From an optimization exercise on the open Yosys and OpenROAD flow, aimed at small area and a short achievable clock period; shortcuts taken in it are not production practice.
The RTL was checked by simulation tests, not by an equivalence proof against the original design.
Power figures rest on the tool's default switching activity, not on a simulated workload.

**flow/run.sh**
```bash
#!/bin/bash
# synth_recipe.tcl (not shown) runs the flow's synth.tcl, then flattens the netlist and writes it again
# the make line also repeats each setting of config.mk as NAME=value (left out here)
make -C /OpenROAD-flow-scripts/flow DESIGN_CONFIG=/design/flow/config.mk WORK_HOME=/design/flow/orfs CLKGATE_MAP_FILE= SYNTH_SCRIPT=/design/flow/synth_recipe.tcl finish
```
**flow/config.mk**
```make
export PLATFORM = sky130hd
export DESIGN_NAME = decodeStage
export DESIGN_NICKNAME = decodeStage
export VERILOG_FILES = /design/flow/design.v
export SDC_FILE = /design/flow/constraint.sdc
export NUM_CORES = 4
export LEC_CHECK = 0
export CAP_MARGIN = 20
export CORE_MARGIN = 2
export CORE_UTILIZATION = 45
export SETUP_SLACK_MARGIN = 0.3
export SLEW_MARGIN = 20
```
**flow/constraint.sdc**
```tcl
create_clock -name core_clock -period 8.0 [get_ports {CLK}]
set_input_delay 1.6000 -clock core_clock [delete_from_list [all_inputs] [get_ports {CLK}]]
set_output_delay 1.6000 -clock core_clock [all_outputs]
set_load 0.01 [all_outputs]
```
**flow/design.v**
```verilog
`timescale 1ns/1ns
module instrDecoder (
	input logic [31:0] instr,
	output logic link,	 
	output logic regDst,	 
	output logic aluSrc,	 
	output logic signExt,
	output logic memRead,
	output logic memWrite,
	output logic memToReg,
	output logic regWrite,
	output logic sysCall,
	output logic illegal,
	output logic [2:0] branch,
	output logic [1:0] jump,
	output logic [5:0] aluOp
);
	localparam logic [5:0] aluNop = 6'd0;
	localparam logic [5:0] aluAdd = 6'd1;
	localparam logic [5:0] aluAddu = 6'd2;
	localparam logic [5:0] aluSub = 6'd3;
	localparam logic [5:0] aluSubu = 6'd4;
	localparam logic [5:0] aluAnd = 6'd5;
	localparam logic [5:0] aluOr = 6'd6;
	localparam logic [5:0] aluXor = 6'd7;
	localparam logic [5:0] aluNor = 6'd8;
	localparam logic [5:0] aluSlt = 6'd9;
	localparam logic [5:0] aluSltu = 6'd10;
	localparam logic [5:0] aluSll = 6'd11;
	localparam logic [5:0] aluSrl = 6'd12;
	localparam logic [5:0] aluSra = 6'd13;
	localparam logic [5:0] aluSllv = 6'd14;
	localparam logic [5:0] aluSrlv = 6'd15;
	localparam logic [5:0] aluSrav = 6'd16;
	localparam logic [5:0] aluLui = 6'd17;
	localparam logic [2:0] brNone = 3'd0;
	localparam logic [2:0] brEq = 3'd1;
	localparam logic [2:0] brNe = 3'd2;
	localparam logic [2:0] brLez = 3'd3;
	localparam logic [2:0] brGtz = 3'd4;
	localparam logic [2:0] brLtz = 3'd5;
	localparam logic [2:0] brGez = 3'd6;
	localparam logic [1:0] jmpNone = 2'd0;
	localparam logic [1:0] jmpImm = 2'd1;	 
	localparam logic [1:0] jmpReg = 2'd2;	 
	localparam logic [5:0] opSpecial = 6'b000000;
	localparam logic [5:0] opRegimm = 6'b000001;
	localparam logic [5:0] opJ = 6'b000010;
	localparam logic [5:0] opJal = 6'b000011;
	localparam logic [5:0] opBeq = 6'b000100;
	localparam logic [5:0] opBne = 6'b000101;
	localparam logic [5:0] opBlez = 6'b000110;
	localparam logic [5:0] opBgtz = 6'b000111;
	localparam logic [5:0] opAddi = 6'b001000;
	localparam logic [5:0] opAddiu = 6'b001001;
	localparam logic [5:0] opSlti = 6'b001010;
	localparam logic [5:0] opSltiu = 6'b001011;
	localparam logic [5:0] opAndi = 6'b001100;
	localparam logic [5:0] opOri = 6'b001101;
	localparam logic [5:0] opXori = 6'b001110;
	localparam logic [5:0] opLui = 6'b001111;
	localparam logic [5:0] opLb = 6'b100000;
	localparam logic [5:0] opLh = 6'b100001;
	localparam logic [5:0] opLw = 6'b100011;
	localparam logic [5:0] opLbu = 6'b100100;
	localparam logic [5:0] opLhu = 6'b100101;
	localparam logic [5:0] opSb = 6'b101000;
	localparam logic [5:0] opSh = 6'b101001;
	localparam logic [5:0] opSw = 6'b101011;
	localparam logic [5:0] fnSll = 6'b000000;
	localparam logic [5:0] fnSrl = 6'b000010;
	localparam logic [5:0] fnSra = 6'b000011;
	localparam logic [5:0] fnSllv = 6'b000100;
	localparam logic [5:0] fnSrlv = 6'b000110;
	localparam logic [5:0] fnSrav = 6'b000111;
	localparam logic [5:0] fnJr = 6'b001000;
	localparam logic [5:0] fnJalr = 6'b001001;
	localparam logic [5:0] fnSyscall = 6'b001100;
	localparam logic [5:0] fnAdd = 6'b100000;
	localparam logic [5:0] fnAddu = 6'b100001;
	localparam logic [5:0] fnSub = 6'b100010;
	localparam logic [5:0] fnSubu = 6'b100011;
	localparam logic [5:0] fnAnd = 6'b100100;
	localparam logic [5:0] fnOr = 6'b100101;
	localparam logic [5:0] fnXor = 6'b100110;
	localparam logic [5:0] fnNor = 6'b100111;
	localparam logic [5:0] fnSlt = 6'b101010;
	localparam logic [5:0] fnSltu = 6'b101011;
	localparam logic [4:0] rtBltz = 5'b00000;
	localparam logic [4:0] rtBgez = 5'b00001;
	logic [5:0] opcode;
	logic [5:0] fn;
	logic [4:0] rtField;
	assign opcode = instr[31:26];
	assign fn = instr[5:0];
	assign rtField = instr[20:16];
	always_comb begin
		link = 1'b0;
		regDst = 1'b0;
		aluSrc = 1'b0;
		signExt = 1'b0;
		memRead = 1'b0;
		memWrite = 1'b0;
		memToReg = 1'b0;
		regWrite = 1'b0;
		sysCall = 1'b0;
		illegal = 1'b0;
		branch = brNone;
		jump = jmpNone;
		aluOp = aluNop;
		case (opcode)
			opSpecial: begin
				case (fn)
					fnSll: begin regDst = 1'b1; regWrite = 1'b1; aluOp = aluSll; end
					fnSrl: begin regDst = 1'b1; regWrite = 1'b1; aluOp = aluSrl; end
					fnSra: begin regDst = 1'b1; regWrite = 1'b1; aluOp = aluSra; end
					fnSllv: begin regDst = 1'b1; regWrite = 1'b1; aluOp = aluSllv; end
					fnSrlv: begin regDst = 1'b1; regWrite = 1'b1; aluOp = aluSrlv; end
					fnSrav: begin regDst = 1'b1; regWrite = 1'b1; aluOp = aluSrav; end
					fnAdd: begin regDst = 1'b1; regWrite = 1'b1; aluOp = aluAdd; end
					fnAddu: begin regDst = 1'b1; regWrite = 1'b1; aluOp = aluAddu; end
					fnSub: begin regDst = 1'b1; regWrite = 1'b1; aluOp = aluSub; end
					fnSubu: begin regDst = 1'b1; regWrite = 1'b1; aluOp = aluSubu; end
					fnAnd: begin regDst = 1'b1; regWrite = 1'b1; aluOp = aluAnd; end
					fnOr: begin regDst = 1'b1; regWrite = 1'b1; aluOp = aluOr; end
					fnXor: begin regDst = 1'b1; regWrite = 1'b1; aluOp = aluXor; end
					fnNor: begin regDst = 1'b1; regWrite = 1'b1; aluOp = aluNor; end
					fnSlt: begin regDst = 1'b1; regWrite = 1'b1; aluOp = aluSlt; end
					fnSltu: begin regDst = 1'b1; regWrite = 1'b1; aluOp = aluSltu; end
					fnJr: begin jump = jmpReg; end
					fnJalr: begin jump = jmpReg; link = 1'b1; regWrite = 1'b1; aluOp = aluAdd; end
					fnSyscall: begin
						sysCall = 1'b1;
						aluOp = aluAdd;	 
					end
					default: illegal = 1'b1;
				endcase
			end
			opRegimm: begin
				case (rtField)
					rtBltz: branch = brLtz;
					rtBgez: branch = brGez;
					default: illegal = 1'b1;
				endcase
			end
			opJ: begin jump = jmpImm; end
			opJal: begin jump = jmpImm; link = 1'b1; regWrite = 1'b1; aluOp = aluAdd; end
			opBeq: branch = brEq;
			opBne: branch = brNe;
			opBlez: branch = brLez;
			opBgtz: branch = brGtz;
			opAddi: begin aluSrc = 1'b1; regWrite = 1'b1; signExt = 1'b1; aluOp = aluAdd; end
			opAddiu: begin aluSrc = 1'b1; regWrite = 1'b1; signExt = 1'b1; aluOp = aluAddu; end
			opSlti: begin aluSrc = 1'b1; regWrite = 1'b1; signExt = 1'b1; aluOp = aluSlt; end
			opSltiu: begin aluSrc = 1'b1; regWrite = 1'b1; signExt = 1'b1; aluOp = aluSltu; end
			opAndi: begin aluSrc = 1'b1; regWrite = 1'b1; aluOp = aluAnd; end
			opOri: begin aluSrc = 1'b1; regWrite = 1'b1; aluOp = aluOr; end
			opXori: begin aluSrc = 1'b1; regWrite = 1'b1; aluOp = aluXor; end
			opLui: begin aluSrc = 1'b1; regWrite = 1'b1; aluOp = aluLui; end
			opLb, opLh, opLw, opLbu, opLhu: begin
				aluSrc = 1'b1; signExt = 1'b1; aluOp = aluAdd;
				memRead = 1'b1; memToReg = 1'b1; regWrite = 1'b1;
			end
			opSb, opSh, opSw: begin
				aluSrc = 1'b1; signExt = 1'b1; aluOp = aluAdd;
				memWrite = 1'b1;
			end
			default: illegal = 1'b1;
		endcase
	end
endmodule
`timescale 1ns/1ns
module registerFile (
	input logic CLK,
	input logic [4:0] rsAddr,
	input logic [4:0] rtAddr,
	output logic [31:0] rsData,
	output logic [31:0] rtData,
	output logic [31:0] r2Value,	 
	input logic wbEnable,
	input logic [4:0] wbAddr,
	input logic [31:0] wbData
);
	logic [31:0] regs [0:31];
	always_ff @(posedge CLK) begin
		if (wbEnable && (wbAddr != 5'd0)) begin
			regs[wbAddr] <= wbData;
		end
	end
	assign rsData = (rsAddr == 5'd0) ? 32'd0 : regs[rsAddr];
	assign rtData = (rtAddr == 5'd0) ? 32'd0 : regs[rtAddr];
	assign r2Value = regs[2];	 
endmodule
`timescale 1ns/1ns
module branchResolver (
	input logic [2:0] branch,
	input logic [1:0] jump,
	input logic [31:0] instr,
	input logic [31:0] pc,	 
	input logic [31:0] rsData,
	input logic [31:0] rtData,
	output logic takenBranch,
	output logic [31:0] nextPc
);
	localparam logic [2:0] brEq = 3'd1;
	localparam logic [2:0] brNe = 3'd2;
	localparam logic [2:0] brLez = 3'd3;
	localparam logic [2:0] brGtz = 3'd4;
	localparam logic [2:0] brLtz = 3'd5;
	localparam logic [2:0] brGez = 3'd6;
	localparam logic [1:0] jmpNone = 2'd0;
	localparam logic [1:0] jmpImm = 2'd1;
	localparam logic [1:0] jmpReg = 2'd2;
	logic signed [31:0] rsSigned;
	logic condMet;
	logic [31:0] branchOffset;
	logic [31:0] branchTarget;
	logic [31:0] jumpTarget;
	assign rsSigned = rsData;
	assign branchOffset = {{14{instr[15]}}, instr[15:0], 2'b00};	 
	assign branchTarget = pc + branchOffset;
	assign jumpTarget = {pc[31:28], instr[25:0], 2'b00};	 
	always_comb begin
		case (branch)
			brEq: condMet = (rsData == rtData);
			brNe: condMet = (rsData != rtData);
			brLez: condMet = (rsSigned <= 0);
			brGtz: condMet = (rsSigned > 0);
			brLtz: condMet = (rsSigned < 0);
			brGez: condMet = (rsSigned >= 0);
			default: condMet = 1'b0;
		endcase
	end
	assign takenBranch = condMet || (jump != jmpNone);
	always_comb begin
		case (jump)
			jmpImm: nextPc = jumpTarget;
			jmpReg: nextPc = rsData;
			default: nextPc = condMet ? branchTarget : pc;	 
		endcase
	end
endmodule
`timescale 1ns/1ns
module decodeStage (
	input logic CLK,
	input logic RESET,
	input logic FREEZE,
	input logic BUBBLE,
	input logic [31:0] instr,
	input logic [31:0] pc,
	input logic [31:0] r2Input,
	input logic wbEnable,
	input logic [4:0] wbAddr,
	input logic [31:0] wbData,
	output logic [31:0] exOpA,
	output logic [31:0] exOpB,
	output logic [31:0] exRtData,
	output logic [4:0] exWriteReg,
	output logic [4:0] exRsAddr,
	output logic [4:0] exRtAddr,
	output logic [4:0] exShamt,
	output logic [31:0] exImm,
	output logic [5:0] exAluOp,
	output logic exAluSrc,
	output logic exMemRead,
	output logic exMemWrite,
	output logic exMemToReg,
	output logic exDoWriteback,
	output logic exTakenBranch,
	output logic sysCall,
	output logic illegalInstr,
	output logic [31:0] nextPc,
	output logic takenBranch,
	output logic [31:0] r2Value
);
	localparam logic [2:0] brLez = 3'd3;
	localparam logic [2:0] brGtz = 3'd4;
	localparam logic [2:0] brLtz = 3'd5;
	localparam logic [2:0] brGez = 3'd6;
	localparam logic [1:0] jmpNone = 2'd0;
	localparam logic [1:0] jmpImm = 2'd1;
	localparam logic [4:0] linkReg = 5'd31;	 
	localparam logic [31:0] linkOffset = 32'd4;
	logic cLink;
	logic cRegDst;
	logic cAluSrc;
	logic cSignExt;
	logic cMemRead;
	logic cMemWrite;
	logic cMemToReg;
	logic cRegWrite;
	logic cSysCall;
	logic cIllegal;
	logic [2:0] cBranch;
	logic [1:0] cJump;
	logic [5:0] cAluOp;
	logic [31:0] nOpA;
	logic [31:0] nOpB;
	logic [4:0] nWriteReg;
	logic [4:0] nRsAddr;
	logic [4:0] nRtAddr;
	logic [31:0] nImm;
	logic [4:0] rsField;
	logic [4:0] rtField;
	logic [4:0] rdField;
	logic [31:0] rsData;
	logic [31:0] rtData;
	logic rsUnused;
	logic rtUnused;
	assign rsField = instr[25:21];
	assign rtField = instr[20:16];
	assign rdField = instr[15:11];
	instrDecoder u0 (
		.instr(instr),
		.link(cLink),
		.regDst(cRegDst),
		.aluSrc(cAluSrc),
		.signExt(cSignExt),
		.memRead(cMemRead),
		.memWrite(cMemWrite),
		.memToReg(cMemToReg),
		.regWrite(cRegWrite),
		.sysCall(cSysCall),
		.illegal(cIllegal),
		.branch(cBranch),
		.jump(cJump),
		.aluOp(cAluOp)
	);
	registerFile u1 (
		.CLK(CLK),
		.rsAddr(rsField),
		.rtAddr(rtField),
		.rsData(rsData),
		.rtData(rtData),
		.r2Value(r2Value),
		.wbEnable(wbEnable),
		.wbAddr(wbAddr),
		.wbData(wbData)
	);
	branchResolver u2 (
		.branch(cBranch),
		.jump(cJump),
		.instr(instr),
		.pc(pc),
		.rsData(rsData),
		.rtData(rtData),
		.takenBranch(takenBranch),
		.nextPc(nextPc)
	);
	assign rsUnused = cLink || cSysCall || cIllegal || (cJump == jmpImm);
	assign rtUnused = cAluSrc || cLink || cSysCall || cIllegal
		|| (cJump != jmpNone) || (cBranch == brLez) || (cBranch == brGtz)
		|| (cBranch == brLtz) || (cBranch == brGez);
	always_comb begin
		nOpA = cLink ? pc : (cSysCall ? r2Input : rsData);
		nOpB = cLink ? linkOffset : (cSysCall ? 32'd0 : rtData);
		if (cRegDst)
			nWriteReg = rdField;
		else if (cLink)
			nWriteReg = linkReg;
		else if (cSysCall || cIllegal)
			nWriteReg = 5'd0;
		else
			nWriteReg = rtField;
		nRsAddr = rsUnused ? 5'd0 : rsField;
		nRtAddr = rtUnused ? 5'd0 : rtField;
		nImm = cSignExt ? {{16{instr[15]}}, instr[15:0]} : {16'd0, instr[15:0]};
	end
	always_ff @(posedge CLK or negedge RESET) begin
		if (!RESET) begin
			exOpA <= 32'd0;
			exOpB <= 32'd0;
			exRtData <= 32'd0;
			exWriteReg <= 5'd0;
			exRsAddr <= 5'd0;
			exRtAddr <= 5'd0;
			exShamt <= 5'd0;
			exImm <= 32'd0;
			exAluOp <= 6'd0;
			exAluSrc <= 1'b0;
			exMemRead <= 1'b0;
			exMemWrite <= 1'b0;
			exMemToReg <= 1'b0;
			exDoWriteback <= 1'b0;
			exTakenBranch <= 1'b0;
			sysCall <= 1'b0;
			illegalInstr <= 1'b0;
		end else if (BUBBLE) begin
			exOpA <= 32'd0;
			exOpB <= 32'd0;
			exRtData <= 32'd0;
			exWriteReg <= 5'd0;
			exRsAddr <= 5'd0;
			exRtAddr <= 5'd0;
			exShamt <= 5'd0;
			exImm <= 32'd0;
			exAluOp <= 6'd0;
			exAluSrc <= 1'b0;
			exMemRead <= 1'b0;
			exMemWrite <= 1'b0;
			exMemToReg <= 1'b0;
			exDoWriteback <= 1'b0;
			exTakenBranch <= 1'b0;
			sysCall <= 1'b0;
			illegalInstr <= 1'b0;
		end else if (!FREEZE) begin
			exOpA <= nOpA;
			exOpB <= nOpB;
			exRtData <= rtData;	 
			exWriteReg <= nWriteReg;
			exRsAddr <= nRsAddr;
			exRtAddr <= nRtAddr;
			exShamt <= instr[10:6];
			exImm <= nImm;
			exAluOp <= cAluOp;
			exAluSrc <= cAluSrc;
			exMemRead <= cMemRead;
			exMemWrite <= cMemWrite;
			exMemToReg <= cMemToReg;
			exDoWriteback <= cRegWrite || cMemToReg;
			exTakenBranch <= takenBranch;
			sysCall <= cSysCall;
			illegalInstr <= cIllegal;
		end
	end
endmodule
```
==> results of run 1 <==
## sequential cells by signal, indices dropped and copies added (netlist names)
signal / count
exOpA: 32
exMemWrite: 1
exRtAddr: 5
exWriteReg: 5
exAluOp: 5
exAluSrc: 1
exImm: 13
exMemRead: 1
exOpB: 32
exRsAddr: 5
exTakenBranch: 1
exDoWriteback: 1
exShamt: 4
illegalInstr: 1
sysCall: 1
exRtData: 32
u1.regs: 1024
## worst min-delay path: stages (launching register included)
cell and delay (ns):
dfrtp_1 0.34, nand2_1 0.05, o21ai_0 0.06
## area by class of cell
type,instances,share of cell area (%)
sequential,1164,49.4
inverter,22,0.119
timing repair buffer,692,10.3
multi-input combinational,1933,31.2
antenna,1,0.00361
clock buffer,159,5.04
clock inverter,71,0.918
tap,1650,2.98
## repair_timing
item,4_1_cts,5_1_grt
pin swaps,3,6
endpoints found under the setup margin,31,30
cloned,9,5
buffers inserted,3,46
resized for setup,50,80
## final timing paths
kind | from | to | slack (ns)
worst max-delay path | instr[22] | nextPc[6] | 0.30
worst min-delay path | exOpB[0] | exOpB[0] | 0.48
worst max register to register | u1.regs[11][10] | exTakenBranch | 3.86
worst min register to register | exOpB[0] | exOpB[0] | 0.48
max in group asynchronous | RESET | exOpA[29] | 5.79
min in group asynchronous | RESET | exRtData[19] | 0.90
## where the power goes
part	internal (mW)	switching, mW
logic	0.862	1.07
clock network	3.41	2.46
registers	6.74	0.0635
total	11.0	3.60
## metrics by stage
step / std cells / power [mW] / setup TNS (ns) / hold slack [ns] / utilization [%]
6_report: 5692 / 14.6 / 0 / 0.479 / 55.2
4_1_cts: 5639 / 14.6 / 0 / 0.482 / 54.6
5_1_grt: 5692 / 15.0 / 0 / 0.499 / 55.2
2_1_floorplan: 3397 / 7.88 / 0 / 0.516 / -
3_3_place_gp: 5397 / 8.75 / 0 / 0.462 / 50.9
3_5_place_dp: 5397 / 8.76 / -0.0615 / 0.471 / 50.9
## layout by cell type (no fill, tap or decap), types with 46 or more instances in the layout
| cell type | Yosys | layout |
|---|---|---|
| dfrtp_1 | 140 | 140 |
| clkbuf_16 | 0 | 141 |
| nand2_1 | 96 | 96 |
| buf_4 | 57 | 258 |
| clkdlybuf4s50_1 | 0 | 308 |
| mux2i_1 | 258 | 252 |
| o21ai_0 | 62 | 60 |
| a211oi_1 | 50 | 46 |
| a21oi_1 | 173 | 157 |
| edfxtp_1 | 1024 | 1024 |
| mux4_2 | 476 | 476 |
| nor2_1 | 262 | 227 |
## layer usage
layer	track usage [%]	vias up	wire, um
met5	0	-	0
met4	11.2	0	7480
met3	5.45	348	17400
met2	47.3	2078	92400
met1	40.3	19500	76700
li1	-	15100	-
## logic make-up after synthesis
logic type / Yosys count
buf+inv: 300
simple gates: 488
mux: 769
compound gates: 543
xor+xnor: 61
flops: 1164
other cells: 1
fa+ha+maj: 39
==> metrics.md, run 1 <==
| Metric | Value |
|---|---|
| Fraction of registers with async set/reset | `12.0%` |
| Critical path endpoint category | `output pin` |
| Number of buffers created by CTS | `131` |
| Cell Pwr Density | `211 nW/um2` |
| Critical path arrival | `6.10 ns` |
| Post-DP HPWL | `125000 um` |
| Post-synthesis xor/xnor area fraction | `0.937%` |
| Count leader, synth | `edfxtp_1` |
| Drt initial violations | `4918` |
| Clock sink total | `1164` |
| CP delay by family, top | `buffers and inverters` |
| Worst hold path class | `reg2reg` |
| Syn Std Cell Area | `57000 um2` |
| Design area | `69400 um2` |
| Overflow after GRT | `0` |
| Core area | `126000 um2` |
| CP max FO | `21` |
| LEAKAGE | `24.3 nW` |
| Synthesized area per cell | `17.0 um2` |
| Fraction of layout cells with a size suffix above 1 | `28.3%` |
| Buf/Inv on CP | `8` |
| Sequential Area | `34300 um2` |
| Fin crit period | `7.70 ns` |
| Synthesized flop and latch total | `1164` |
| Worst Hold Depth | `2` |
| Crit-path most repeated cell | `buf_12` |
| Detailed Route WL | `194000 um` |
| CP peak stage delay | `0.52 ns` |
| Worst r2r path cells | `14` |
| Final Hold Viols | `0` |
| Clock Tree Root | `clkbuf_16` |
| DRC errors left | `0` |
| Post-synthesis compound-gate area fraction | `6.43%` |
| Worst-Margin Slew | `1.11 ns` |
| Initial antenna violation count | `4` |
| Mapped Cells | `3365` |
| Register clock-pin slew on the reported worst setup and hold paths | `0.05 ns` |
| Nets | `4121` |
| Synth top cells by count | `edfxtp_1 (1024), mux4_2 (476), nor2_1 (262), mux2i_1 (258), a21oi_1 (173)` |
| # H-tree levels | `4` |
| Top Ports | `365` |
| Crit. path cell count | `19` |
| Post-DP Area | `63900 um2` |
| GPL Wtd Cong | `0.903` |
| Sequential fraction of the synthesis area | `60.0%` |
| Cells along the critical path | `buf_12 > buf_6 > buf_12 > mux4_2 > a22oi_1 > nand4_1 > nand3_2 > buf_4 > nand4b_1 > nor4_2 > a41o_1 > nand2_1 > nand3_1 > a31oi_4 > buf_12 > clkbuf_16 > o311ai_1 > buf_4 > clkdlybuf4s50_1` |
| Max-Cap Viols | `0` |
| CP Class | `in2out` |
| Top cells by area, synth | `edfxtp_1 (54%), mux4_2 (19%), dfrtp_1 (6.1%), mux2i_1 (4.5%), nor2_1 (1.7%)` |
| Tcrit/Tclk final | `96.3%` |
| VDD IR-drop max | `254 uV` |
| Unrepaired setup endpoints after global routing | `yes` |
| Layout area overhead | `21.6%` |
| Initial Util | `45.4%` |
| CP Launch Type | `input port` |
| Slowest CP cell | `clkdlybuf4s50_1` |
| CTS tree | `built` |
| Worst-case clock buffer depth | `3` |
| Mux contribution to synthesized area | `24.7%` |
| Area of the multi-input gates | `21700 um2` |
| # rows | `130` |
| First-pass DRT Iterations | `6` |
| Post-synth EDFFs | `1024` |
| Max frequency | `130 MHz` |
| Top-area cell type share of the netlist area | `53.9%` |
| Top FF cell, synth | `edfxtp_1` |
| Outcome | `no timing/DRC/antenna violations` |
| Worst EP required | `6.40 ns` |
| Chip height | `360 um` |
| First-pass GRT wire length | `272000 um` |
| # fillers | `9825` |
| Die footprint | `130000 um2` |
| Total number of vias | `37000` |
| Via density | `6.50` |
| Setup violators final | `0` |
| Yosys cell types | `92` |
| Clock skew | `0.0272 ns` |
| PortBufs | `363` |
| Dpl ws | `-0.0259 ns` |
| Die W | `360 um` |
| Largest family of logic cells by synthesized area | `multiplexers` |
| Clk Latency, worst-skew pair | `0.76 ns` |
| Routed Antenna Nets | `0` |
| Adder-Cell Fraction of Synth Area | `0.869%` |
| Drt wl/cell | `34.1 um` |
| Yosys Warn Count | `4` |
| Final setup margin | `0.299 ns` |
| Largest area contributor in the netlist | `edfxtp_1` |
| Vias in the first global route | `36400` |
| GRT Total Usage | `29.5%` |
| Largest net degree at the start of global routing | `92` |
| Simple-Gate Fraction of Synth Area | `3.83%` |
| # hold bufs at CTS | `0` |
| Slew margin rel. | `26.2%` |
| Slew Limit Fails | `0` |
==> run 2, diff against run 1 <==
--- a/flow/design.v
+++ b/flow/design.v
@@ -181,14 +181,29 @@
 	input logic [4:0] wbAddr,
 	input logic [31:0] wbData
 );
-	logic [31:0] regs [0:31];
-	always_ff @(posedge CLK) begin
-		if (wbEnable && (wbAddr != 5'd0)) begin
-			regs[wbAddr] <= wbData;
+	logic [31:0] regs [1:31];
+	logic [31:1] rsSel;
+	logic [31:1] rtSel;
+	genvar i;
+	generate
+		for (i = 1; i < 32; i = i + 1) begin : g_reg
+			always_ff @(posedge CLK) begin
+				if (wbEnable && (wbAddr == i)) begin
+					regs[i] <= wbData;
+				end
+			end
+			assign rsSel[i] = (rsAddr == i);
+			assign rtSel[i] = (rtAddr == i);
+		end
+	endgenerate
+	always_comb begin
+		rsData = 32'd0;
+		rtData = 32'd0;
+		for (int k = 1; k < 32; k = k + 1) begin
+			rsData = rsData | (regs[k] & {32{rsSel[k]}});
+			rtData = rtData | (regs[k] & {32{rtSel[k]}});
 		end
 	end
-	assign rsData = (rsAddr == 5'd0) ? 32'd0 : regs[rsAddr];
-	assign rtData = (rtAddr == 5'd0) ? 32'd0 : regs[rtAddr];
 	assign r2Value = regs[2];	 
 endmodule
 `timescale 1ns/1ns
==> run 2 against run 1 <==
Still clean on timing, DRC and antenna. Register-to-register slack lost 0.03 ns. Critical path depth grew 3. Sequential share of layout area shrank 3.4 points. Core utilization grew 7.0 points. Die area shrank 7.2%. Clock power shrank 2%. Critical endpoint is now nextPc[23].
==> metrics.md, run 2 <==
| Metric | Value |
|---|---|
| Commonest non-fill, non-tap cell in the layout | `edfxtp_1` |
| Largest Register | `u1.regs` |
| CTS tree | `built` |
| Clk Latency, worst-skew pair | `0.76 ns` |
| Fin cells | `6856` |
| Worst hold path class | `reg2reg` |
| Chip height | `347 um` |
| DRC errors left | `0` |
| Initial Util | `45.4%` |
| Clock sink total | `1132` |
| Post-DP Area | `64900 um2` |
| GPL Wtd Cong | `1.05` |
| Cell Int Power | `10.6 mW` |
| First-pass DRT Iterations | `15` |
| Top cells by area, synth | `edfxtp_1 (56%), a22oi_1 (8.9%), dfrtp_1 (6.6%), and3_1 (4.6%), nor2_1 (2.3%)` |
| VDD IR-drop max | `253 uV` |
| Clock skew | `0.0295 ns` |
| PortBufs | `363` |
| Top Ports | `365` |
| Synthesized flop and latch total | `1132` |
| Setup violators final | `0` |
| Crit. path cell count | `22` |
| Synthesized area per cell | `12.6 um2` |
| Sequential fraction of the synthesis area | `63.0%` |
| Die W | `347 um` |
| Vias in the first global route | `48200` |
| Final Hold Viols | `0` |
| Layout area overhead | `36.9%` |
| Die footprint | `120000 um2` |
| Switching share of power | `27.0%` |
| CP peak stage delay | `0.53 ns` |
| Clock Tree Root | `clkbuf_16` |
| Final setup margin | `0.143 ns` |
| Worst r2r path cells | `14` |
| Largest net degree at the start of global routing | `87` |
| Fraction of registers with async set/reset | `12.4%` |
| Outcome | `no timing/DRC/antenna violations` |
| Logic pwr share | `15.2%` |
| Overflow after GRT | `0` |
| Synth top cells by count | `edfxtp_1 (992), a22oi_1 (626), and3_1 (392), nor2_1 (330), clkbuf_1 (270)` |
| Register clock-pin slew on the reported worst setup and hold paths | `0.06 ns` |
| Post-DP HPWL | `209000 um` |
| Dpl ws | `-1.20 ns` |
| Core area | `116000 um2` |
| Fin crit period | `7.86 ns` |
| Crit-path most repeated cell | `buf_12` |
| Mapped Cells | `4205` |
| Clock Power Share | `39.4%` |
| Largest area contributor in the netlist | `edfxtp_1` |
| Slew Limit Fails | `0` |
| Initial antenna violation count | `33` |
| CP Class | `in2out` |
| # rows | `125` |
| Drt wl/cell | `46.5 um` |
| Placed cells | `6456` |
| Unrepaired setup endpoints after global routing | `yes` |
| Critical path endpoint category | `output pin` |
| GRT Total Usage | `51.1%` |
| Worst-Margin Slew | `1.25 ns` |
| Post-synth EDFFs | `992` |
| Yosys cell types | `82` |
| Top-area cell type share of the netlist area | `56.3%` |
| Worst-case clock buffer depth | `3` |
| # hold bufs at CTS | `0` |
| Cells along the critical path | `buf_12 > buf_12 > buf_4 > or3b_4 > buf_4 > nor2_4 > buf_12 > a22oi_1 > nand4_1 > or4_4 > buf_12 > xor2_4 > nor4_4 > nand4_1 > or4_4 > o311ai_4 > buf_12 > buf_16 > buf_4 > mux2i_1 > a21oi_1 > clkbuf_2` |
| WHS | `0.491 ns` |
| Max-Cap Viols | `0` |
| Drt initial violations | `11400` |
| Net Sw Power | `3.93 mW` |
| Worst EP required | `6.40 ns` |
| Nets | `5383` |
| LEAKAGE | `27.6 nW` |
| Critical path arrival | `6.26 ns` |
| CP Launch Type | `input port` |
| Largest register FFs | `992` |
| Via density | `7.62` |
| Slowest CP cell | `or4_4` |
| Number of buffers created by CTS | `116` |
| Seq pwr share | `45.5%` |
| Count leader, synth | `edfxtp_1` |
| Worst Hold Depth | `2` |
| Detailed Route WL | `319000 um` |
| Buf/Inv on CP | `10` |
| Total number of vias | `52200` |
| CP max FO | `7` |
| Fraction of layout cells with a size suffix above 1 | `27.5%` |
| First-pass GRT wire length | `416000 um` |
| Cell Pwr Density | `201 nW/um2` |
| Yosys Warn Count | `5` |
| # H-tree levels | `3` |
| Tcrit/Tclk final | `98.2%` |
| Slew margin rel. | `17.0%` |
| Max frequency | `127 MHz` |
| Design area | `72400 um2` |
| Total chip power | `14.6 mW` |
| Top FF cell, synth | `edfxtp_1` |
| Routed Antenna Nets | `0` |
| CP delay by family, top | `simple AND/OR/NAND/NOR gates` |
| Most frequent cells in the layout | `edfxtp_1 (992), a22oi_1 (603), buf_4 (599)` |
| Syn Std Cell Area | `52900 um2` |
-- run 2: cell families after synthesis --
| family | synth area share (%) |
|---|---|
| AOI/OAI and AO/OA | 16.2 |
| DFF | 63.0 |
| other | 0.00709 |
| adders and majority gates | 0.937 |
| muxes | 1.76 |
| buffers and inverters | 3.14 |
| xor gates and xnor gates | 0.961 |
| and+or+nand+nor | 14.1 |
-- run 2: metal layers --
metal | track usage [%] | vias up | part of all wire [%]
met1 | 61.7 | 25200 | 33
met4 | 40.4 | 24 | 11
met3 | 22.1 | 1925 | 17
met2 | 71.1 | 6048 | 40
met5 | 1.16 | - | 0.14
li1 | - | 19000 | -
-- run 2: worst paths after layout --
kind,start,end,slack (ns)
worst max-delay path,instr[22],nextPc[23],0.14
worst min-delay path,exAluOp[3],exAluOp[3],0.49
worst max register to register,u1.regs[10][14],exTakenBranch,3.83
worst min register to register,exAluOp[3],exAluOp[3],0.49
max in group asynchronous,RESET,exOpB[8],5.72
min in group asynchronous,RESET,exRtData[19],0.92
-- run 2: what timing repair did --
action / 4_1_cts / 5_1_grt
gates resized for setup: 386 / 207
gates cloned: 8 / 7
buffers inserted: 91 / 49
pin swaps: 81 / 80
setup endpoints to repair: 31 / 31
-- run 2: per-stage QoR --
| step | utilization (%) | setup TNS, ns |
|---|---|---|
| 3_3_place_gp | 55.5 | -30.59 |
| 5_1_grt | 62.2 | 0 |
| 2_1_floorplan | - | 0 |
| 3_5_place_dp | 55.7 | -30.93 |
| 4_1_cts | 61.1 | 0 |
| 6_report | 62.2 | 0 |
-- run 2: power by group through the flow --
stage,clock (mW),combinational (mW),sequential (mW)
3_5_place_dp,0,1.89,6.74
4_1_cts,5.72,2.01,6.62
2_1_floorplan,0,0.630,6.73
5_1_grt,5.95,2.22,6.63
6_report,5.73,2.21,6.62
3_3_place_gp,0,1.88,6.74
-- run 2: layout make-up --
cell class	instances	area, um2
tap	1524	1910
timing repair buffer	1225	12800
inverter	26	97.6
clock buffer	133	2970
clock inverter	87	977
multi-input combinational	2705	20300
sequential	1132	33300
fill	9072	44000
antenna	24	60.1
-- run 2: worst register-to-register path, stage by stage, from the launching register on --
cell       delay, ns
edfxtp_1        0.49
and3_4          0.21
a2111oi_4       0.33
nand3_1         0.11
or4_4           0.65
buf_12          0.20
xor2_4          0.18
nor4_4          0.38
nand4_1         0.20
or4_4           0.53
o311ai_4        0.16
buf_4           0.21
buf_8           0.13
nand2_1         0.11
o21a_1          0.18
==> run 3, diff against run 2 <==
--- a/flow/design.v
+++ b/flow/design.v
@@ -181,29 +181,14 @@
 	input logic [4:0] wbAddr,
 	input logic [31:0] wbData
 );
-	logic [31:0] regs [1:31];
-	logic [31:1] rsSel;
-	logic [31:1] rtSel;
-	genvar i;
-	generate
-		for (i = 1; i < 32; i = i + 1) begin : g_reg
-			always_ff @(posedge CLK) begin
-				if (wbEnable && (wbAddr == i)) begin
-					regs[i] <= wbData;
-				end
-			end
-			assign rsSel[i] = (rsAddr == i);
-			assign rtSel[i] = (rtAddr == i);
-		end
-	endgenerate
-	always_comb begin
-		rsData = 32'd0;
-		rtData = 32'd0;
-		for (int k = 1; k < 32; k = k + 1) begin
-			rsData = rsData | (regs[k] & {32{rsSel[k]}});
-			rtData = rtData | (regs[k] & {32{rtSel[k]}});
+	logic [31:0] regs [1:31];	 
+	always_ff @(posedge CLK) begin
+		if (wbEnable && (wbAddr != 5'd0)) begin
+			regs[wbAddr] <= wbData;
 		end
 	end
+	assign rsData = (rsAddr == 5'd0) ? 32'd0 : regs[rsAddr];
+	assign rtData = (rtAddr == 5'd0) ? 32'd0 : regs[rtAddr];
 	assign r2Value = regs[2];	 
 endmodule
 `timescale 1ns/1ns
@@ -309,8 +294,8 @@
 	logic [2:0] cBranch;
 	logic [1:0] cJump;
 	logic [5:0] cAluOp;
+	logic exLink;
 	logic [31:0] nOpA;
-	logic [31:0] nOpB;
 	logic [4:0] nWriteReg;
 	logic [4:0] nRsAddr;
 	logic [4:0] nRtAddr;
@@ -368,7 +353,6 @@
 		|| (cBranch == brLtz) || (cBranch == brGez);
 	always_comb begin
 		nOpA = cLink ? pc : (cSysCall ? r2Input : rsData);
-		nOpB = cLink ? linkOffset : (cSysCall ? 32'd0 : rtData);
 		if (cRegDst)
 			nWriteReg = rdField;
 		else if (cLink)
@@ -381,10 +365,11 @@
 		nRtAddr = rtUnused ? 5'd0 : rtField;
 		nImm = cSignExt ? {{16{instr[15]}}, instr[15:0]} : {16'd0, instr[15:0]};
 	end
+	assign exOpB = exLink ? linkOffset : (sysCall ? 32'd0 : exRtData);
 	always_ff @(posedge CLK or negedge RESET) begin
 		if (!RESET) begin
 			exOpA <= 32'd0;
-			exOpB <= 32'd0;
+			exLink <= 1'b0;
 			exRtData <= 32'd0;
 			exWriteReg <= 5'd0;
 			exRsAddr <= 5'd0;
@@ -402,7 +387,7 @@
 			illegalInstr <= 1'b0;
 		end else if (BUBBLE) begin
 			exOpA <= 32'd0;
-			exOpB <= 32'd0;
+			exLink <= 1'b0;
 			exRtData <= 32'd0;
 			exWriteReg <= 5'd0;
 			exRsAddr <= 5'd0;
@@ -420,7 +405,7 @@
 			illegalInstr <= 1'b0;
 		end else if (!FREEZE) begin
 			exOpA <= nOpA;
-			exOpB <= nOpB;
+			exLink <= cLink;
 			exRtData <= rtData;	 
 			exWriteReg <= nWriteReg;
 			exRsAddr <= nRsAddr;
==> flow/flow/run.sh (new file) <==
#!/bin/bash
# Standard layout with two changes to how it is built:
#  - ports are buffered with buf_1 cells (repair upsizes them where timing needs it)
#    instead of the delay-cell buffer buffer_ports picks by default
#  - clock tree without dummy loads, built from mid-size clock buffers
set -euo pipefail
CTS="-sink_clustering_enable -repair_clock_nets -dont_use_dummy_load"
CTS="$CTS -buf_list {sky130_fd_sc_hd__clkbuf_8 sky130_fd_sc_hd__clkbuf_16}"
bash standard.sh \
	"BUFFER_PORTS_ARGS=-buffer_cell sky130_fd_sc_hd__buf_1" \
	"CTS_ARGS=$CTS" \
	finish > standard.log 2>&1
==> flow/standard.sh (new file) <==
#!/bin/bash
# synth_recipe.tcl (not shown) runs the flow's synth.tcl, then flattens the netlist and writes it again
# the make line also repeats each setting of config.mk as NAME=value (left out here)
make -C /OpenROAD-flow-scripts/flow DESIGN_CONFIG=/design/flow/config.mk WORK_HOME=/design/flow/orfs CLKGATE_MAP_FILE= SYNTH_SCRIPT=/design/flow/synth_recipe.tcl "${@:-finish}"
removed: flow/run.sh
==> run 3 against run 2 <==
Clock-buffer cell count shrank 17. Largest power group unchanged. Critical path type unchanged. Sequential share of layout area grew 5.8 points. Wire length shrank 38%. Critical path depth shrank 6. Core utilization shrank 10 points. Clock power shrank 21%. Area after synthesis grew 3.4%. Sequential cell count shrank 31. Via count shrank 27%.
==> metrics.md, run 3 <==
| Metric | Value |
|---|---|
| Outcome | `no timing/DRC/antenna violations` |
| # rows | `127` |
| Layout Utilization | `52.2%` |
| Register clock-pin slew on the reported worst setup and hold paths | `0.05 ns` |
| Clock skew | `0.0367 ns` |
| CTS tree | `built` |
| Max-Cap Viols | `0` |
| Top cells by area, synth | `edfxtp_1 (54%), mux4_2 (17%), dfrtp_1 (5.0%), mux2i_1 (4.3%), nor2_1 (2.3%)` |
| Cell Pwr Density | `202 nW/um2` |
| Synthesized flop and latch total | `1101` |
| CP max FO | `11` |
| Fin cells | `5633` |
| Clock Tree Root | `clkbuf_16` |
| Worst-case clock buffer depth | `3` |
| Die footprint | `124000 um2` |
| Adder-Cell Fraction of Synth Area | `0.906%` |
| GRT Total Usage | `31.3%` |
| Most frequent cells in the layout | `edfxtp_1 (992), mux4_2 (417), buf_1 (330)` |
| Total number of vias | `38000` |
| GPL Wtd Cong | `0.961` |
| Fraction of layout cells with a size suffix above 1 | `23.6%` |
| # fillers | `9976` |
| Max frequency | `130 MHz` |
| Slowest CP cell | `nor4_1` |
| Slew Limit Fails | `0` |
| Clock Power Share | `35.8%` |
| Initial antenna violation count | `4` |
| Count leader, synth | `edfxtp_1` |
| Cell Int Power | `9.55 mW` |
| Logic pwr share | `13.6%` |
| Worst r2r path cells | `12` |
| Chip height | `353 um` |
| Final Hold Viols | `0` |
| # H-tree levels | `3` |
| Post-DP HPWL | `127000 um` |
| Crit-path most repeated cell | `buf_4` |
| Nets | `4197` |
| Number of buffers created by CTS | `116` |
| Clk Latency, worst-skew pair | `0.70 ns` |
| Post-synthesis compound-gate area fraction | `8.44%` |
| Seq pwr share | `50.6%` |
| Via density | `6.74` |
| Drt initial violations | `4986` |
| Crit. path cell count | `16` |
| Worst-Margin Slew | `1.01 ns` |
| Worst EP required | `6.40 ns` |
| CP Launch Type | `input port` |
| Switching share of power | `24.8%` |
| Fin crit period | `7.68 ns` |
| WHS | `0.479 ns` |
| Top Ports | `365` |
| CP peak stage delay | `0.70 ns` |
| Worst hold path class | `reg2reg` |
| PortBufs | `363` |
| Largest Register | `u1.regs` |
| LEAKAGE | `21.3 nW` |
| Syn Std Cell Area | `54700 um2` |
| Post-synth EDFFs | `992` |
| Regs by FF count | `u1.regs x992, exOpA x32, exRtData x32` |
| Largest family of logic cells by synthesized area | `multiplexers` |
| Yosys Warn Count | `4` |
| Cells along the critical path | `clkbuf_4 > nor4_1 > nor3_2 > buf_4 > a221o_1 > o21ai_0 > xor2_1 > buf_4 > nand4_1 > o31a_1 > o21ai_2 > buf_4 > nand2_1 > a311oi_2 > buf_4 > buf_1` |
| Fraction of registers with async set/reset | `9.90%` |
| Worst Hold Depth | `1` |
| Synth top cells by count | `edfxtp_1 (992), mux4_2 (417), nor2_1 (330), mux2i_1 (236), a21oi_1 (202)` |
| Yosys cell types | `74` |
| Layout area overhead | `14.9%` |
| Buf/Inv on CP | `6` |
| First-pass DRT Iterations | `7` |
| Commonest non-fill, non-tap cell in the layout | `edfxtp_1` |
| Mux contribution to synthesized area | `21.7%` |
| Largest net degree at the start of global routing | `87` |
| VDD IR-drop max | `162 uV` |
| Unrepaired setup endpoints after global routing | `no` |
| Sequential fraction of the synthesis area | `59.5%` |
| Sequential Area | `32500 um2` |
| CP delay by family, top | `compound AO/OA/AOI/OAI gates` |
| Top FF cell, synth | `edfxtp_1` |
| Total chip power | `12.7 mW` |
| Detailed Route WL | `198000 um` |
| Clock sink total | `1101` |
| First-pass GRT wire length | `277000 um` |
| CP Class | `in2out` |
| Critical path endpoint category | `output pin` |
| Overflow after GRT | `0` |
| Core area | `120000 um2` |
| Net Sw Power | `3.16 mW` |
| Fin Setup TNS | `0 ns` |
| Vias in the first global route | `36600` |
| Drt wl/cell | `35.2 um` |
| Setup violators final | `0` |
| Area of the multi-input gates | `21100 um2` |
| Post-synthesis xor/xnor area fraction | `0.929%` |
| Mapped Cells | `3559` |
| Placed cells | `5503` |
| Largest area contributor in the netlist | `edfxtp_1` |
| Initial Util | `45.5%` |
| Critical path arrival | `6.08 ns` |
| Routed Antenna Nets | `0` |
| Largest register FFs | `992` |
| Tcrit/Tclk final | `96.0%` |
| Simple-Gate Fraction of Synth Area | `5.69%` |
| Top-area cell type share of the netlist area | `54.5%` |
| DRC errors left | `0` |
| Die W | `353 um` |
| Slew margin rel. | `31.9%` |
| Synthesized area per cell | `15.4 um2` |
run 3: cell count changes in the layout (fill, tap and decap cells not counted), sizes merged, moves of 47 or more:
cell / before / now
a2111oi: 128 / 2
and3: 393 / 5
nand4: 118 / 27
buf: 899 / 611
clkdlybuf4s50: 309 / 0
a211oi: 15 / 63
nand3: 161 / 40
a21oi: 155 / 202
a22oi: 626 / 47
or4: 62 / 5
mux2i: 85 / 236
clkinv: 52 / 1
mux4: 1 / 417
run 3: metal layers:
layer | vias to the layer above | part of all wire [%] | global-route usage (%)
li1 | 15300 | - | -
met5 | - | 0 | 0
met3 | 445 | 11 | 6.78
met2 | 2571 | 45 | 48.2
met1 | 19600 | 38 | 42.9
met4 | 0 | 5.2 | 14.4
run 3: final timing paths:
path | start | endpoint | slack, ns
worst max-delay path | instr[17] | nextPc[23] | 0.32
worst min-delay path | exAluOp[0] | exAluOp[0] | 0.48
worst max register to register | u1.regs[15][23] | exTakenBranch | 3.92
worst min register to register | exAluOp[0] | exAluOp[0] | 0.48
max in group asynchronous | RESET | exRtData[10] | 5.57
min in group asynchronous | RESET | exOpA[24] | 0.99
run 3: per-stage QoR:
stage               worst slack (ns)  instance area, um2
detailed placement            -0.215               59400
global route                   0.301               62800
CTS                            0.309               62600
floorplan                      0.919               54700
global placement              -0.152               59400
finish                         0.323               62800
run 3: power by group through the flow:
stage	logic [mW]	clock network, mW	registers, mW
after global routing	1.81	4.82	6.44
after detailed placement	1.66	0	6.55
after CTS	1.69	4.61	6.43
after floorplan	0.906	0	6.54
after global placement	1.66	0	6.54
final	1.73	4.55	6.43
run 3: cell families after synthesis:
group,count (synthesis)
AOI/OAI and AO/OA,680
muxes,664
other,1
DFF,1101
adders and majority gates,39
and+or+nand+nor,686
buffers and inverters,330
xor gates and xnor gates,58
run 3: repair_timing:
item | CTS | global route
resized for setup | 23 | 33
cloned | 3 | 2
hold buffers | 0 | 0
endpoints found under the setup margin | 31 | 28
pin swaps | 2 | 10
setup buffers | 2 | 4
run 3: area by class of cell:
cell class	count	share of cell area (%)
diodes	3	0.0120
inverters	31	0.191
multi-input cells	2128	33.5
flip-flops and latches	1101	51.8
repair buffers	642	6.67
well taps	1612	3.21
clock buffers	116	4.62
run 3: worst reg2reg max path, delay by kind of cell, from the launching register on:
| kind | cells | cell delay (ns) |
|---|---|---|
| compound gates | 2 | 0.33 |
| simple gates | 6 | 2.31 |
| buf+inv | 2 | 0.29 |
| flops | 1 | 0.39 |
| mux | 2 | 0.61 |
==> run 4, diff against run 3 <==
--- a/flow/design.v
+++ b/flow/design.v
@@ -181,15 +181,32 @@
 	input logic [4:0] wbAddr,
 	input logic [31:0] wbData
 );
-	logic [31:0] regs [1:31];	 
-	always_ff @(posedge CLK) begin
-		if (wbEnable && (wbAddr != 5'd0)) begin
-			regs[wbAddr] <= wbData;
+	logic [32*32-1:0] rf;
+	assign rf[31:0] = 32'd0;
+	genvar i;
+	generate
+		for (i = 1; i < 32; i = i + 1) begin : g_reg
+			always_ff @(posedge CLK) begin
+				if (wbEnable && (wbAddr == i)) begin
+					rf[i*32 +: 32] <= wbData;
+				end
+			end
 		end
-	end
-	assign rsData = (rsAddr == 5'd0) ? 32'd0 : regs[rsAddr];
-	assign rtData = (rtAddr == 5'd0) ? 32'd0 : regs[rtAddr];
-	assign r2Value = regs[2];	 
+	endgenerate
+	function automatic logic [31:0] rd(input logic [32*32-1:0] v, input logic [4:0] a);
+		logic [16*32-1:0] l1;
+		logic [8*32-1:0] l2;
+		logic [4*32-1:0] l3;
+		logic [2*32-1:0] l4;
+		for (int k = 0; k < 16; k++) l1[k*32 +: 32] = a[0] ? v[(2*k+1)*32 +: 32] : v[(2*k)*32 +: 32];
+		for (int k = 0; k < 8; k++) l2[k*32 +: 32] = a[1] ? l1[(2*k+1)*32 +: 32] : l1[(2*k)*32 +: 32];
+		for (int k = 0; k < 4; k++) l3[k*32 +: 32] = a[2] ? l2[(2*k+1)*32 +: 32] : l2[(2*k)*32 +: 32];
+		for (int k = 0; k < 2; k++) l4[k*32 +: 32] = a[3] ? l3[(2*k+1)*32 +: 32] : l3[(2*k)*32 +: 32];
+		rd = a[4] ? l4[63:32] : l4[31:0];
+	endfunction
+	assign rsData = rd(rf, rsAddr);
+	assign rtData = rd(rf, rtAddr);
+	assign r2Value = rf[95:64];	 
 endmodule
 `timescale 1ns/1ns
 module branchResolver (
==> run 4 against run 3 <==
Synthesized cell count up 0.11%. Combinational power about the same. Register-to-register slack worse by 0.31 ns. Area after synthesis up 0.97%. Critical path type unchanged. Cell count down 0.14%. Sequential share of layout area down 0.12 points. Worst setup slack better by 0.020 ns. Global-route usage down 1.8 points. Clock-buffer cell count down 4.
==> metrics.md, run 4 <==
| Metric | Value |
|---|---|
| GRT Total Usage | `29.6%` |
| Synth top cells by count | `edfxtp_1 (992), mux4_2 (415), nor2_1 (314), mux2i_1 (198), a21oi_1 (153)` |
| Max-Cap Viols | `0` |
| Drt wl/cell | `33.7 um` |
| Worst-case clock buffer depth | `3` |
| First-pass DRT Iterations | `6` |
| Final setup margin | `0.344 ns` |
| Register clock-pin slew on the reported worst setup and hold paths | `0.06 ns` |
| Critical path endpoint category | `output pin` |
| Fraction of registers with async set/reset | `9.90%` |
| Unrepaired setup endpoints after global routing | `no` |
| Detailed Route WL | `190000 um` |
| CP peak stage delay | `0.52 ns` |
| Final Hold Viols | `0` |
| Top Ports | `365` |
| Overflow after GRT | `0` |
| Cell Pwr Density | `200 nW/um2` |
| Total number of vias | `37200` |
| Syn Std Cell Area | `55200 um2` |
| Slowest CP cell | `mux4_2` |
| WHS | `0.495 ns` |
| Top FF cell, synth | `edfxtp_1` |
| # fillers | `10000` |
| Die W | `354 um` |
| First-pass GRT wire length | `266000 um` |
| Initial Util | `45.4%` |
| CP Class | `in2out` |
| Top cells by area, synth | `edfxtp_1 (54%), mux4_2 (17%), dfrtp_1 (4.9%), mux2i_1 (3.6%), nor2_1 (2.1%)` |
| Yosys cell types | `68` |
| Core area | `122000 um2` |
| Most frequent cells in the layout | `edfxtp_1 (992), mux4_2 (415), buf_1 (336)` |
| Fin crit period | `7.66 ns` |
| Max frequency | `131 MHz` |
| CP Launch Type | `input port` |
| Post-synth EDFFs | `992` |
| Die footprint | `126000 um2` |
| Layout Utilization | `51.7%` |
| Cells along the critical path | `buf_12 > buf_12 > buf_16 > buf_6 > mux4_2 > mux2i_1 > o22ai_1 > a221oi_1 > buf_4 > xor2_1 > nand4_1 > nor4_4 > buf_4 > and4_1 > mux2_4 > or2_4 > buf_4 > mux2i_1 > o21ai_1 > buf_1` |
| Fraction of layout cells with a size suffix above 1 | `24.5%` |
| Drt initial violations | `4873` |
| Clock skew | `0.0535 ns` |
| Worst hold path class | `reg2reg` |
| Design area | `63000 um2` |
| Critical path arrival | `6.06 ns` |
| Sequential Area | `32500 um2` |
| PortBufs | `363` |
| Commonest non-fill, non-tap cell in the layout | `edfxtp_1` |
| Top-area cell type share of the netlist area | `53.9%` |
| Largest Register | `u1.rf` |
| Yosys Warn Count | `4` |
| # H-tree levels | `3` |
| Slew margin rel. | `26.8%` |
| Outcome | `no timing/DRC/antenna violations` |
| Post-DP HPWL | `118000 um` |
| Dpl ws | `-0.223 ns` |
| Clock sink total | `1101` |
| Regs by FF count | `u1.rf x992, exOpA x32, exRtData x32` |
| Count leader, synth | `edfxtp_1` |
| Clk Latency, worst-skew pair | `0.71 ns` |
| Area of the multi-input gates | `21000 um2` |
| Clock Tree Root | `clkbuf_16` |
| Worst EP required | `6.40 ns` |
| Crit-path most repeated cell | `buf_4` |
| Initial antenna violation count | `3` |
| Routed Antenna Nets | `0` |
| Setup violators final | `0` |
| Antenna Cells | `0` |
| Via density | `6.61` |
| LEAKAGE | `21.3 nW` |
| Synthesized area per cell | `15.5 um2` |
| Slew Limit Fails | `0` |
| Buf/Inv on CP | `8` |
| Largest net degree at the start of global routing | `91` |
| GPL Wtd Cong | `0.951` |
| Largest area contributor in the netlist | `edfxtp_1` |
| Mapped Cells | `3563` |
| # rows | `128` |
| Fin Setup TNS | `0 ns` |
| Nets | `4179` |
| CP delay by family, top | `buffers and inverters` |
| Tcrit/Tclk final | `95.7%` |
| CP max FO | `11` |
| CTS tree | `built` |
| Sequential fraction of the synthesis area | `58.9%` |
| Number of buffers created by CTS | `112` |
| # hold bufs at CTS | `0` |
| Post-DP Area | `59500 um2` |
| Largest register FFs | `992` |
| DRC errors left | `0` |
| Layout area overhead | `14.0%` |
| Chip height | `354 um` |
| Synthesized flop and latch total | `1101` |
| Vias in the first global route | `36300` |
| Worst-Margin Slew | `1.10 ns` |
| VDD IR-drop max | `154 uV` |
==> run 4: cell families after synthesis <==
logic type / after synthesis / synth area share (%)
and+or+nand+nor: 644 / 5.25
muxes: 683 / 21.9
other: 1 / 0.00679
xor gates and xnor gates: 59 / 0.936
DFF: 1101 / 58.9
buffers and inverters: 376 / 3.90
adders and majority gates: 39 / 0.897
AOI/OAI and AO/OA: 660 / 8.17
==> run 4: path summary, 6_finish.rpt <==
| kind | cells after the start | to | slack, ns | startpoint |
|---|---|---|---|---|
| hold reg to reg | 1 | exAluOp[0] | 0.49 | exAluOp[0] |
| hold / removal | 1 | exAluOp[0] | 0.49 | exAluOp[0] |
| setup reg to reg | 13 | exTakenBranch | 3.61 | u1.rf[882] |
| max in group asynchronous | 3 | exRtData[8] | 5.50 | RESET |
| setup / recovery | 20 | nextPc[29] | 0.34 | instr[16] |
| min in group asynchronous | 1 | exOpA[31] | 0.86 | RESET |
==> run 4: layer usage <==
| layer | routed length (um) | vias up | track usage [%] |
|---|---|---|---|
| met4 | 7700 | 6 | 11.3 |
| met5 | 35 | - | 0 |
| met3 | 18700 | 388 | 5.48 |
| met1 | 72200 | 19400 | 39.4 |
| met2 | 91100 | 2271 | 48.5 |
| li1 | - | 15100 | - |
==> run 4: final cells by class <==
cell class,count,share of cell area [%]
inverters,49,0.292
well taps,1625,3.23
multi-input cells,2086,33.3
flip-flops and latches,1101,51.6
clock buffers,112,4.45
repair buffers,652,7.08
==> run 4: worst reg2reg max path, delay by kind of cell, from the launching register on <==
family,cells,cell delay (ns)
mux,3,1.28
xor+xnor,1,0.34
buf+inv,2,0.34
flops,1,0.39
compound gates,1,0.42
simple gates,6,1.48
==> run 4: through the flow <==
stage / total power, mW / cells
detailed placement: 8.17 / 5489
floorplan: 7.47 / 3563
global placement: 8.17 / 5487
finish: 12.6 / 5625
CTS: 12.6 / 5603
global route: 12.9 / 5625
==> run 4: power breakdown <==
| group | switching [mW] | internal (mW) | leakage (nW) |
|---|---|---|---|
| sequential | 0.0544 | 6.37 | 10.4 |
| combinational | 1.02 | 0.680 | 9.56 |
| clock | 2.03 | 2.43 | 1.38 |
==> run 4: timing repair <==
| action | in CTS | in global routing |
|---|---|---|
| cloned | 2 | 6 |
| buffers inserted | 0 | 16 |
| endpoints found under the setup margin | 31 | 30 |
| gates resized for setup | 17 | 33 |
| pin swaps | 2 | 2 |
==> run 5, diff against run 4 <==
--- a/flow/design.v
+++ b/flow/design.v
@@ -181,32 +181,37 @@
 	input logic [4:0] wbAddr,
 	input logic [31:0] wbData
 );
-	logic [32*32-1:0] rf;
-	assign rf[31:0] = 32'd0;
+	logic [31:0] regs [1:31];
+	logic [31:1] rsSel;
+	logic [31:1] rtSel;
+	logic [32*31-1:0] regsFlat;
 	genvar i;
 	generate
 		for (i = 1; i < 32; i = i + 1) begin : g_reg
 			always_ff @(posedge CLK) begin
 				if (wbEnable && (wbAddr == i)) begin
-					rf[i*32 +: 32] <= wbData;
+					regs[i] <= wbData;
 				end
 			end
+			assign rsSel[i] = (rsAddr == i);
+			assign rtSel[i] = (rtAddr == i);
+			assign regsFlat[(i-1)*32 +: 32] = regs[i];
 		end
 	endgenerate
-	function automatic logic [31:0] rd(input logic [32*32-1:0] v, input logic [4:0] a);
-		logic [16*32-1:0] l1;
-		logic [8*32-1:0] l2;
-		logic [4*32-1:0] l3;
-		logic [2*32-1:0] l4;
-		for (int k = 0; k < 16; k++) l1[k*32 +: 32] = a[0] ? v[(2*k+1)*32 +: 32] : v[(2*k)*32 +: 32];
-		for (int k = 0; k < 8; k++) l2[k*32 +: 32] = a[1] ? l1[(2*k+1)*32 +: 32] : l1[(2*k)*32 +: 32];
-		for (int k = 0; k < 4; k++) l3[k*32 +: 32] = a[2] ? l2[(2*k+1)*32 +: 32] : l2[(2*k)*32 +: 32];
-		for (int k = 0; k < 2; k++) l4[k*32 +: 32] = a[3] ? l3[(2*k+1)*32 +: 32] : l3[(2*k)*32 +: 32];
-		rd = a[4] ? l4[63:32] : l4[31:0];
-	endfunction
-	assign rsData = rd(rf, rsAddr);
-	assign rtData = rd(rf, rtAddr);
-	assign r2Value = rf[95:64];	 
+	readPort u_rs (.sel(rsSel), .regsFlat(regsFlat), .data(rsData));
+	readPort u_rt (.sel(rtSel), .regsFlat(regsFlat), .data(rtData));
+	assign r2Value = regs[2];	 
+endmodule
+module readPort (
+	input logic [31:1] sel,
+	input logic [32*31-1:0] regsFlat,
+	output logic [31:0] data
+);
+	always_comb begin
+		data = 32'd0;
+		for (int k = 1; k < 32; k = k + 1)
+			data = data | (regsFlat[(k-1)*32 +: 32] & {32{sel[k]}});
+	end
 endmodule
 `timescale 1ns/1ns
 module branchResolver (
@@ -312,6 +317,7 @@
 	logic [1:0] cJump;
 	logic [5:0] cAluOp;
 	logic exLink;
+	logic exImmHi;
 	logic [31:0] nOpA;
 	logic [4:0] nWriteReg;
 	logic [4:0] nRsAddr;
@@ -382,6 +388,10 @@
 		nRtAddr = rtUnused ? 5'd0 : rtField;
 		nImm = cSignExt ? {{16{instr[15]}}, instr[15:0]} : {16'd0, instr[15:0]};
 	end
+	assign exAluOp[5] = 1'b0;
+	assign exMemToReg = exMemRead;
+	assign exShamt = exImm[10:6];
+	assign exImm[31:16] = {16{exImmHi}};
 	assign exOpB = exLink ? linkOffset : (sysCall ? 32'd0 : exRtData);
 	always_ff @(posedge CLK or negedge RESET) begin
 		if (!RESET) begin
@@ -391,13 +401,12 @@
 			exWriteReg <= 5'd0;
 			exRsAddr <= 5'd0;
 			exRtAddr <= 5'd0;
-			exShamt <= 5'd0;
-			exImm <= 32'd0;
-			exAluOp <= 6'd0;
+			exImm[15:0] <= 16'd0;
+			exImmHi <= 1'b0;
+			exAluOp[4:0] <= 5'd0;
 			exAluSrc <= 1'b0;
 			exMemRead <= 1'b0;
 			exMemWrite <= 1'b0;
-			exMemToReg <= 1'b0;
 			exDoWriteback <= 1'b0;
 			exTakenBranch <= 1'b0;
 			sysCall <= 1'b0;
@@ -409,13 +418,12 @@
 			exWriteReg <= 5'd0;
 			exRsAddr <= 5'd0;
 			exRtAddr <= 5'd0;
-			exShamt <= 5'd0;
-			exImm <= 32'd0;
-			exAluOp <= 6'd0;
+			exImm[15:0] <= 16'd0;
+			exImmHi <= 1'b0;
+			exAluOp[4:0] <= 5'd0;
 			exAluSrc <= 1'b0;
 			exMemRead <= 1'b0;
 			exMemWrite <= 1'b0;
-			exMemToReg <= 1'b0;
 			exDoWriteback <= 1'b0;
 			exTakenBranch <= 1'b0;
 			sysCall <= 1'b0;
@@ -427,13 +435,12 @@
 			exWriteReg <= nWriteReg;
 			exRsAddr <= nRsAddr;
 			exRtAddr <= nRtAddr;
-			exShamt <= instr[10:6];
-			exImm <= nImm;
-			exAluOp <= cAluOp;
+			exImm[15:0] <= nImm[15:0];
+			exImmHi <= nImm[31];
+			exAluOp[4:0] <= cAluOp[4:0];
 			exAluSrc <= cAluSrc;
 			exMemRead <= cMemRead;
 			exMemWrite <= cMemWrite;
-			exMemToReg <= cMemToReg;
 			exDoWriteback <= cRegWrite || cMemToReg;
 			exTakenBranch <= takenBranch;
 			sysCall <= cSysCall;
--- a/flow/config.mk
+++ b/flow/config.mk
@@ -10,3 +10,4 @@
 export CORE_UTILIZATION = 45
 export SETUP_SLACK_MARGIN = 0.3
 export SLEW_MARGIN = 20
+export SYNTH_HIERARCHICAL = 1
==> run 5 against run 4 <==
Global-route usage increased by 5.5 points. Register-to-register slack got worse by 0.16 ns. Critical path depth increased by 1. First-iteration DRC count increased by 56%. Critical endpoint is now nextPc[12]. Largest cell class unchanged. Highest routed layer unchanged.
==> metrics.md, run 5 <==
| Metric | Value |
|---|---|
| Fin cells | `5749` |
| LEAKAGE | `19.9 nW` |
| Number of buffers created by CTS | `112` |
| Final Hold Viols | `0` |
| Regs by FF count | `u1.regs x992, exOpA x32, exRtData x32` |
| Most frequent cells in the layout | `edfxtp_1 (992), a22oi_1 (777), buf_1 (347)` |
| Fraction of layout cells with a size suffix above 1 | `19.1%` |
| # H-tree levels | `3` |
| Total number of vias | `40700` |
| Sequential Area | `32500 um2` |
| DRC errors left | `0` |
| Drt wl/cell | `36.4 um` |
| Final setup margin | `0.241 ns` |
| # rows | `123` |
| Initial antenna violation count | `5` |
| Worst hold path class | `reg2reg` |
| Slew margin rel. | `31.8%` |
| Outcome | `no timing/DRC/antenna violations` |
| Chip height | `340 um` |
| Die W | `340 um` |
| Clock sink total | `1101` |
| Largest register FFs | `992` |
| Die footprint | `115000 um2` |
| Worst-Margin Slew | `1.02 ns` |
| Fin Setup TNS | `0 ns` |
| Tcrit/Tclk final | `97.0%` |
| Layout Utilization | `53.3%` |
| Yosys Warn Count | `12` |
| CTS tree | `built` |
| Mapped Cells | `3702` |
| Worst EP required | `6.40 ns` |
| Critical path endpoint category | `output pin` |
| Cell Pwr Density | `208 nW/um2` |
| Dpl ws | `-0.439 ns` |
| Detailed Route WL | `209000 um` |
| Critical path arrival | `6.16 ns` |
| CP Launch Type | `input port` |
| Clock skew | `0.0835 ns` |
| Largest Register | `u1.regs` |
| First-pass DRT Iterations | `14` |
| Slew Limit Fails | `0` |
| Top Ports | `365` |
| Area of the multi-input gates | `17600 um2` |
| Setup violators final | `0` |
| Worst-case clock buffer depth | `3` |
| Synthesized area per cell | `13.7 um2` |
| Largest net degree at the start of global routing | `59` |
| Placed cells | `5613` |
| Syn Std Cell Area | `50700 um2` |
| CP max FO | `18` |
| Clock Tree Root | `clkbuf_16` |
| WHS | `0.480 ns` |
| Unrepaired setup endpoints after global routing | `yes` |
| Max frequency | `129 MHz` |
| Via density | `7.09` |
| Core area | `112000 um2` |
| Nets | `4422` |
| First-pass GRT wire length | `288000 um` |
| Max-Cap Viols | `0` |
| Register clock-pin slew on the reported worst setup and hold paths | `0.04 ns` |
| Drt initial violations | `7621` |
| VDD IR-drop max | `208 uV` |
| Routed Antenna Nets | `0` |
| # hold bufs at CTS | `0` |
| Fin crit period | `7.76 ns` |
| GPL Wtd Cong | `0.979` |
| CP Class | `in2out` |
| Vias in the first global route | `38200` |
| GRT Total Usage | `35.1%` |
| # fillers | `9411` |
| Layout area overhead | `17.9%` |
| Commonest non-fill, non-tap cell in the layout | `edfxtp_1` |
| Initial Util | `45.2%` |
| Overflow after GRT | `0` |
| Clk Latency, worst-skew pair | `0.74 ns` |
| Post-DP HPWL | `142000 um` |
| PortBufs | `363` |
-- run 5: cell type report --
type / instances / area share (%)
Sequential cell: 1101 / 54.5
Antenna cell: 6 / 0.0251
Multi-Input combinational cell: 2245 / 29.4
Inverter: 32 / 0.201
Timing Repair Buffer: 753 / 8.04
Clock buffer: 112 / 4.69
Tap cell: 1500 / 3.14
-- run 5: path summary, 6_finish.rpt --
path,cells after the start,startpoint,endpoint,slack (ns)
max,21,instr[22],nextPc[12],0.24
min,2,exOpA[19],exOpA[19],0.48
max reg2reg,17,u1.regs[2][6],exTakenBranch,3.45
min reg2reg,2,exOpA[19],exOpA[19],0.48
max in group asynchronous,2,RESET,exOpA[30],5.71
min in group asynchronous,1,RESET,exImm[5],0.98
-- run 5: metrics by stage --
step | power, mW | cell area, um2
final | 12.4 | 59700
after CTS | 12.3 | 59300
after global routing | 12.7 | 59700
after detailed placement | 7.89 | 56200
after floorplan | 7.14 | 50700
after global placement | 7.89 | 56200
-- run 5: worst max-delay path: stages --
cell      delay, ns
buf_2          0.16
buf_4          0.16
nand3b_1       0.15
buf_4          0.19
nor2_4         0.12
buf_4          0.23
a22oi_1        0.26
nand4_1        0.32
or4_4          0.63
xnor2_1        0.17
nand4_1        0.31
nor4_4         0.33
buf_4          0.18
a21boi_1       0.06
a311o_1        0.32
nand3_2        0.10
buf_12         0.16
buf_16         0.18
a21oi_1        0.09
a22oi_1        0.23
clkbuf_2       0.17
-- run 5: where the power goes --
part / leakage (nW) / internal (mW) / switching, mW
clock network: 1.38 / 2.43 / 2.06
logic: 8.12 / 0.524 / 0.967
registers: 10.4 / 6.37 / 0.0673
-- run 5: layer usage --
metal  up-vias  track usage (%)  wire (um)
met3       729             8.36      26900
li1      16400                -          -
met4         2             20.0      14700
met1     20100             45.6      74500
met2      3541             54.0      92900
met5         -                0         13
-- run 5: timing repair --
item | CTS | global route
setup endpoints to repair | 31 | 31
gates resized for setup | 53 | 61
pin swaps | 12 | 36
buffers inserted | 6 | 12

[separate check: timing with driven ports]
The flow's constraints put no driver on any port. The routed layouts listed below were extracted and timed again, unchanged, in two steps.
Step 1 assumes that a clkbuf_16 drives the clock port and a buf_2 every other input.
Step 2 also shifts input and output timing later by t, the mid clock arrival at the registers, as if the neighbouring blocks saw the same clock.
Three values: no drivers, after step 1, after step 2; two values: the first two.
run	t, ns	setup WS [ns]	clock arrival spread, ns
run 1	0.829	0.299 / 0.123 / 0.123	0.027 / 0.028
run 2	0.821	0.143 / 0.057 / 0.057	0.030 / 0.030
run 3	0.765	0.323 / 0.297 / 0.297	0.048 / 0.048
run 4	0.769	0.344 / 0.278 / 0.278	0.062 / 0.062
run 5	0.771	0.241 / 0.180 / 0.180	0.084 / 0.084
After both steps setup and hold are still met in every run listed. For run 1, which loses most, drivers alone change the setup slack by -0.176 ns; drivers and shift together by -0.176 ns.
